This is an optimization exercise on Yosys and OpenROAD, whose aim is small area, a short achievable clock period and few clock cycles per item, not a production implementation. Where RTL was checked, it was by simulation tests only, not by an equivalence proof against the original. No activity file was given, so power comes from the tool's default toggle rates.

==> inputs of v25 <==
## indexed_deque_buffer
module indexed_deque_buffer (
  input  logic                           clk,
  input  logic                           rst,
  input  logic                           s_tvalid,
  output logic                           s_tready,
  input  logic [idb_pkg::IN_DATA_W-1:0]  s_tdata,
  input  logic [idb_pkg::IN_USER_W-1:0]  s_tuser,
  output logic                           m_tvalid,
  input  logic                           m_tready,
  output logic [idb_pkg::OUT_DATA_W-1:0] m_tdata
);
make LEC_CHECK=0 CAP_MARGIN=20 CORE_MARGIN=2 CORE_UTILIZATION=40 SETUP_SLACK_MARGIN=3.4 SLEW_MARGIN=20 finish   # period 6.0 ns
run.sh (not shown) runs the stock make flow with config.mk's settings and CLKGATE_MAP_FILE= SYNTH_SCRIPT=/design/flow/synth_recipe.tcl, a recipe that flattens the netlist after the stock synthesis.
==> v31: changes against v25 <==
==> flow/design.v (replaced) <==
package idb_pkg;
  localparam int CAPACITY   = 16;
  localparam int WORD_WIDTH = 32;
  localparam int IDX_W      = (CAPACITY > 1) ? $clog2(CAPACITY) : 1;
  localparam int CNT_W      = $clog2(CAPACITY + 1);
  localparam int IN_DATA_W  = 40;
  localparam int IN_USER_W  = 8;
  localparam int OUT_DATA_W = 40;
  typedef logic [WORD_WIDTH-1:0] word_t;
  typedef logic [IDX_W-1:0]      idx_t;
  typedef logic [CNT_W-1:0]      cnt_t;
  typedef enum logic [2:0] {
    OP_PUSH_BACK  = 3'd0,
    OP_PUSH_FRONT = 3'd1,
    OP_POP_BACK   = 3'd2,
    OP_POP_FRONT  = 3'd3,
    OP_READ       = 3'd4,
    OP_WRITE      = 3'd5,
    OP_REMOVE     = 3'd6,
    OP_INSERT     = 3'd7
  } op_t;
  typedef enum logic [1:0] {
    ST_OK     = 2'd0,
    ST_EMPTY  = 2'd1,
    ST_FULL   = 2'd2,
    ST_BADIDX = 2'd3
  } status_t;
  typedef enum logic [1:0] {
    CMD_NONE   = 2'd0,
    CMD_WRITE  = 2'd1,    
    CMD_INSERT = 2'd2,    
    CMD_DELETE = 2'd3     
  } cmd_mode_t;
  typedef struct packed {
    cmd_mode_t mode;
    idx_t      pos;
    word_t     word;
  } cell_cmd_t;
endpackage
module idb_cell (
  input  logic           clk,
  input  logic           we,
  input  idb_pkg::word_t wdata,
  output idb_pkg::word_t word
);
  always_ff @(posedge clk) begin
    if (we) word <= wdata;
  end
endmodule
module indexed_deque_buffer (
  input  logic                           clk,
  input  logic                           rst,
  input  logic                           s_tvalid,
  output logic                           s_tready,
  input  logic [idb_pkg::IN_DATA_W-1:0]  s_tdata,
  input  logic [idb_pkg::IN_USER_W-1:0]  s_tuser,
  output logic                           m_tvalid,
  input  logic                           m_tready,
  output logic [idb_pkg::OUT_DATA_W-1:0] m_tdata
);
  localparam int N = idb_pkg::CAPACITY;
  idb_pkg::cnt_t  count;
  idb_pkg::idx_t  perm [N];
  idb_pkg::idx_t  step;                
  idb_pkg::word_t slot_word [N];
  logic             r_rd;
  idb_pkg::idx_t    r_slot;
  idb_pkg::status_t r_status;
  idb_pkg::cnt_t    r_count;
  idb_pkg::op_t   op;
  idb_pkg::word_t in_value;
  idb_pkg::idx_t  in_index, in_end;
  assign op       = idb_pkg::op_t'(s_tuser[2:0]);
  assign in_value = s_tdata[31:0];
  assign in_index = s_tdata[35:32];
  assign in_end   = s_tdata[39:36];
  logic full, empty, idx_in_range, end_past, rev, rm_do, last_step, out_free;
  idb_pkg::idx_t rm_len;               
  assign full         = count[idb_pkg::CNT_W-1];
  assign empty        = (count == '0);
  assign idx_in_range = ({1'b0, in_index} < count);
  assign end_past     = ({1'b0, in_end} >= count);
  assign rev          = (in_end < in_index);
  assign rm_len       = in_end - in_index;
  assign rm_do        = (op == idb_pkg::OP_REMOVE) && !rev && !end_past;
  assign last_step    = (step == rm_len);
  assign out_free     = !m_tvalid || m_tready;
  logic accept, rm_step;
  assign s_tready = out_free && !(rm_do && !last_step);
  assign accept   = s_tvalid && s_tready;
  assign rm_step  = s_tvalid && rm_do && (!last_step || out_free);
  idb_pkg::idx_t addr, aslot;
  always_comb begin
    case (op)
      idb_pkg::OP_POP_BACK:  addr = idb_pkg::IDX_W'(count - 1'b1);
      idb_pkg::OP_POP_FRONT: addr = '0;
      default:               addr = in_index;
    endcase
  end
  assign aslot = perm[addr];
  idb_pkg::status_t status;
  idb_pkg::cnt_t    count_next;
  logic             ins, del, wr, rd;
  idb_pkg::idx_t    ins_pos;
  always_comb begin
    status     = idb_pkg::ST_OK;
    count_next = count;
    ins        = 1'b0;
    del        = 1'b0;
    wr         = 1'b0;
    rd         = 1'b0;
    ins_pos    = count[idb_pkg::IDX_W-1:0];
    case (op)
      idb_pkg::OP_PUSH_BACK, idb_pkg::OP_PUSH_FRONT, idb_pkg::OP_INSERT: begin
        if (full) status = idb_pkg::ST_FULL;
        else begin
          ins        = 1'b1;
          count_next = count + 1'b1;
          if (op == idb_pkg::OP_PUSH_FRONT) ins_pos = '0;
          else if (op == idb_pkg::OP_INSERT && idx_in_range) ins_pos = in_index;
        end
      end
      idb_pkg::OP_POP_BACK, idb_pkg::OP_POP_FRONT: begin
        if (empty) status = idb_pkg::ST_EMPTY;
        else begin
          rd         = 1'b1;
          del        = (op == idb_pkg::OP_POP_FRONT);
          count_next = count - 1'b1;
        end
      end
      idb_pkg::OP_READ: begin
        if (!idx_in_range) status = idb_pkg::ST_BADIDX;
        else rd = 1'b1;
      end
      idb_pkg::OP_WRITE: begin
        if (!idx_in_range) status = idb_pkg::ST_BADIDX;
        else wr = 1'b1;
      end
      default: begin
        if (!rev) begin
          if (end_past) status = idb_pkg::ST_BADIDX;
          else count_next = count - idb_pkg::CNT_W'(rm_len) - 1'b1;
        end
      end
    endcase
  end
  logic do_ins, do_del;
  assign do_ins = accept && ins;
  assign do_del = (accept && del) || rm_step;
  always_ff @(posedge clk) begin
    for (int p = 0; p < N; p++) begin
      if (rst) perm[p] <= idb_pkg::IDX_W'(p);
      else if (do_ins) begin
        if (idb_pkg::IDX_W'(p) == ins_pos) perm[p] <= perm[N-1];
        else if (idb_pkg::IDX_W'(p) > ins_pos) perm[p] <= perm[(p+N-1)%N];
      end else if (do_del) begin
        if (p == N-1) perm[p] <= aslot;
        else if (idb_pkg::IDX_W'(p) >= addr) perm[p] <= perm[(p+1)%N];
      end
    end
  end
  always_ff @(posedge clk) begin
    if (rst) begin
      count <= '0;
      step  <= '0;
    end else begin
      if (accept) count <= count_next;
      if (rm_step) step <= last_step ? '0 : step + 1'b1;
    end
  end
  idb_pkg::idx_t wslot;
  logic          wen;
  assign wslot = wr ? aslot : perm[N-1];
  assign wen   = accept && (wr || ins);
  for (genvar i = 0; i < N; i++) begin : g_slot
    idb_cell u_cell (
      .clk   (clk),
      .we    (wen && (wslot == idb_pkg::IDX_W'(i))),
      .wdata (in_value),
      .word  (slot_word[i])
    );
  end
  always_ff @(posedge clk) begin
    if (rst) m_tvalid <= 1'b0;
    else if (accept) m_tvalid <= 1'b1;
    else if (m_tready) m_tvalid <= 1'b0;
    if (accept) begin
      r_rd     <= rd;
      r_slot   <= aslot;
      r_status <= status;
      r_count  <= count_next;
    end
  end
  assign m_tdata = {1'b0, r_status, r_count, r_rd ? slot_word[r_slot] : idb_pkg::word_t'(0)};
endmodule
- SETUP_SLACK_MARGIN: 3.4 -> unset
==> comparison <==
v31 passed the timing, design-rule and antenna checks. v25 completed with no timing, DRC or antenna violations. Register-to-register slack: v25 is higher than v31 (1.5 ns). Critical path depth: v31 is lower than v25 (4). Between v31 and v25, the lower non-clock buffer count is in v31 (gap 276). In v25 the fmax is higher than in v31, by 57%. Against v25, the core utilization of v31 is lower by 7.6 points. Synthesized area: v31 is smaller than v25 (17%). Between v25 and v31, the lower synthesized cell count is in v31 (gap about 18%, measured against v31). Against v31, the clock skew of v25 is lower by 0.018 ns.
==> figures <==
                                                                                       v31         v25
Well Taps                                                                              846         969
Endpoint of the worst setup timing path                                           s_tready  perm[1][2]
Critical path peak fanout                                                                8           6
Placed inst area                                                                 27800 µm²   33000 µm²
Compound-gate portion of the synthesized area                                        17.5%       15.5%
Met2 Track Usage GR                                                                  35.5%       43.2%
Slew of the pin with the lowest slew margin                                        1.24 ns     1.05 ns
GRT met3 Usage                                                                       4.24%       5.11%
Number of enable-type register cells in the synthesized netlist                        524         649
Power dissipated by switching net loads                                            2.35 mW     3.09 mW
Reg2reg end                                                      g_slot[0].u_cell.word[30]  perm[1][2]
Total of plain and repair buffers excluding clock buffers                              177         453
Power Sequential                                                                   4.68 mW     5.79 mW
Result of the run                                                 timing/DRC/antenna clean  timing/DRC/antenna clean
Stages on the worst setup path                                                          10          14
Starting density of the core                                                         40.3%       40.5%
Simple-gate share of the synthesized area                                            7.96%       7.83%
Testbench counts of v31, summed over its fixed seeds: cycles 12,812, ops 12,000.
Only the layout flow was run in v25; the RTL was not checked for function there.

* * *

==> run K: inputs <==
Another version of the RTL of indexed_deque_buffer (not shown whole).
clock: 6.0 ns
lec_check: 0
cap_margin: 20
core_margin: 2
core_utilization: 70
cts_cluster_diameter: 50
cts_cluster_size: 25
setup_slack_margin: 3.5
slew_margin: 20
standard.sh (not shown) runs the stock make flow with config.mk's settings and CLKGATE_MAP_FILE= SYNTH_SCRIPT=/design/flow/synth_recipe.tcl, a recipe that flattens the netlist after the stock synthesis.
==> flow/flow/run.sh <==
#!/bin/bash
export BUFFER_PORTS_ARGS="-buffer_cell sky130_fd_sc_hd__buf_4"
bash standard.sh > standard.log 2>&1
==> run R: changes against run K <==
--- a/flow/design.v
+++ b/flow/design.v
@@ -85,12 +85,18 @@
   logic full, empty, idx_in_range, end_past, rev;
   assign full         = count[idb_pkg::CNT_W-1];
   assign empty        = (count == '0);
   assign idx_in_range = ({1'b0, in_index} < count);
   assign end_past     = ({1'b0, in_end} >= count);
   assign rev          = (in_end < in_index);
+  idb_pkg::cnt_t cnt_p1, cnt_m1, cnt_m2;
+  logic          span2;                  
+  assign cnt_p1 = count + 1'b1;
+  assign cnt_m1 = count - 1'b1;
+  assign cnt_m2 = count - 2'd2;
+  assign span2  = (in_end > in_index);
   logic [N-1:0] ge_idx, ge_cnt;
   always_comb begin
     for (int p = 0; p < N; p++) begin
       ge_idx[p] = (idb_pkg::IDX_W'(p) >= in_index);
       ge_cnt[p] = (idb_pkg::CNT_W'(p) >= count);
     end
@@ -114,30 +120,30 @@
         if (op == idb_pkg::OP_PUSH_FRONT) mask = '1;
         else if (op == idb_pkg::OP_INSERT) mask = ge_idx | ge_cnt;
         else mask = ge_cnt;
         if (full) status = idb_pkg::ST_FULL;
         else begin
           ins        = 1'b1;
-          count_next = count + 1'b1;
+          count_next = cnt_p1;
         end
       end
       idb_pkg::OP_POP_BACK: begin
         mask = {1'b1, ge_cnt[N-1:1]};      
         if (empty) status = idb_pkg::ST_EMPTY;
         else begin
           rd         = 1'b1;
-          count_next = count - 1'b1;
+          count_next = cnt_m1;
         end
       end
       idb_pkg::OP_POP_FRONT: begin
         mask = '1;
         if (empty) status = idb_pkg::ST_EMPTY;
         else begin
           rd         = 1'b1;
           del        = 1'b1;
-          count_next = count - 1'b1;
+          count_next = cnt_m1;
         end
       end
       idb_pkg::OP_READ: begin
         if (!idx_in_range) status = idb_pkg::ST_BADIDX;
         else rd = 1'b1;
       end
@@ -148,32 +154,34 @@
       default: begin
         if (!rev) begin
           if (end_past) status = idb_pkg::ST_BADIDX;
           else begin
             del        = 1'b1;
             left       = rm_len;
-            count_next = (rm_len != '0) ? count - 2'd2 : count - 1'b1;
+            count_next = span2 ? cnt_m2 : cnt_m1;
           end
         end
       end
     endcase
   end
   logic accept;
   assign accept = s_tvalid && s_tready;
-  always_ff @(posedge clk) begin
-    if (accept) begin
+  logic d_load;
+  always_ff @(posedge clk) begin
+    if (d_load) begin
       d_ins    <= ins;
       d_del    <= del;
       d_wr     <= wr;
       d_rd     <= rd;
       d_mask   <= mask;
       d_status <= status;
       d_value  <= in_value;
     end
   end
   logic out_free, r_moves, go, d_done;
+  assign d_load   = !d_valid || d_done;
   assign out_free = !m_tvalid || m_tready;
   assign r_moves  = out_free || !k_valid;
   assign go       = d_valid && !(r_valid && k_valid);
   logic two;
   assign two      = (d_left != '0);
   assign d_done   = go && (d_left[idb_pkg::IDX_W-1:1] == '0);
@@ -228,17 +236,14 @@
   always_comb begin
     q_word = '0;
     for (int i = 0; i < N; i++) q_word |= slot_word[i] & {idb_pkg::WORD_WIDTH{r_rsel[i]}};
   end
   assign q_data = {r_status, r_count, q_word};
   always_ff @(posedge clk) begin
-    if (out_free) begin
-      if (k_valid) m_tdata <= {1'b0, k_data};
-      else if (r_valid) m_tdata <= {1'b0, q_data};
-    end
-    if (r_valid && (out_free ? k_valid : !k_valid)) k_data <= q_data;
+    if (out_free) m_tdata <= {1'b0, k_valid ? k_data : q_data};
+    if (out_free || !k_valid) k_data <= q_data;
   end
   logic d_valid_next, r_valid_next, k_valid_next;
   idb_pkg::idx_t d_left_next;
   assign d_valid_next = accept || (d_valid && !d_done);
   assign d_left_next  = accept ? left : ((go && !d_done) ? d_left - 2'd2 : d_left);
   assign r_valid_next = d_done || (r_valid && !r_moves);
==> flow/flow/run.sh (replaced) <==
#!/bin/bash
# The standard layout (standard.sh: standard synthesis, floorplan,
# placement, CTS, routing), with one change: the port buffers that
# buffer_ports inserts are sky130_fd_sc_hd__buf_4 instead of the delay
# buffers it picks by default. Every port still gets its buffer.
# The tools' full output goes to standard.log here; ORFS keeps its per-step
# logs under orfs/logs.
set -euo pipefail
export BUFFER_PORTS_ARGS="-buffer_cell sky130_fd_sc_hd__buf_4"
bash standard.sh > standard.log 2>&1
==> qor summary <==
Proportion of synthesized chip area in sequential cells: run K 71.8%; run R 71.2%
Synthesized net count: run K 2228; run R 2276
Global routing met2 resource utilization: run K 60.4%; run R 63.9%
Part of the total power dissipated in combinational logic: run K 21.9%; run R 23.3%
Worst relative slew slack: run K 23.2%; run R 21.1%
1st-iter DRT viols: run K 3032; run R 3074
Post-Synthesis Cells: run K 2151; run R 2200
Met2 WL post-DR: run K 42.4 mm; run R 44.1 mm
Number of logic stages on the critical path including buffering: run K 11; run R 10
Wire length on met1: run K 30.4 mm; run R 31.8 mm
Layout overhead on the synthesized area: run K 11.6%; run R 11.1%
Clock network share of area: run K 5.35%; run R 5.13%
Core Area: run K 0.0442 mm²; run R 0.0444 mm²
Final cell utilization of the core: run K 79.3%; run R 79.2%
Worst Max-Slew Pin Slew: run K 1.15 ns; run R 1.18 ns
Compound-gate portion of the synthesized area: run K 15.2%; run R 15.4%
Final HPWL from detailed placement: run K 46.0 mm; run R 46.6 mm
Clk latency of the worst-skew pair: run K 0.64 ns; run R 0.66 ns
Netlist area before placement: run K 0.0314 mm²; run R 0.0317 mm²
Fraction of the mapped netlist area in adder cells: run K 1.02%; run R 1.00%
Worst slack, placed: run K 2.50 ns; run R 2.55 ns
Filler cells: run K 2389; run R 2420
Status: run K timing/DRC/antenna clean; run R timing/DRC/antenna clean
Count of non-filler cells in the finished layout: run K 2864; run R 2918
Power drawn by the sequential cells: run K 0.00706 W; run R 0.00732 W
Testbench counts of run K, summed over its fixed seeds: cycles 12,310, ops 12,000.
Testbench counts of run R, summed over its fixed seeds: cycles 12,310, ops 12,000.

[port drivers added, routing unchanged]
The results above use ideal ports. As a check the final layouts listed here were re-extracted and re-timed, cells and wires unchanged.
Step 1 sets driving cells, clkbuf_16 on the clock port and buf_2 on the other inputs (assumed; they add their load-dependent delay and slew).
Step 2 moves the port delays by t, midway between the first and last clock arrival at a register: inputs arrive t later, outputs are due t later. That takes back most of the time a late clock gives input paths.
Slacks: ideal ports / drivers / drivers and shift; pairs: ideal ports / drivers.
run | shift t [ns] | setup slack, ns | worst data-port slew with drivers (ns)
v25 | 0.686 | 2.637 / 2.637 / 2.637 | 0.05
v31 | 0.687 | 0.712 / 0.684 / 0.409 | 0.09
run K | 0.676 | 3.293 / 3.313 / 2.637 | 0.06
run R | 0.683 | 3.426 / 3.446 / 2.763 | 0.07
After both steps setup and hold are still met in every run listed. The setup slack of run R, which loses most, moves by +0.020 ns with the drivers and by -0.663 ns with both steps.
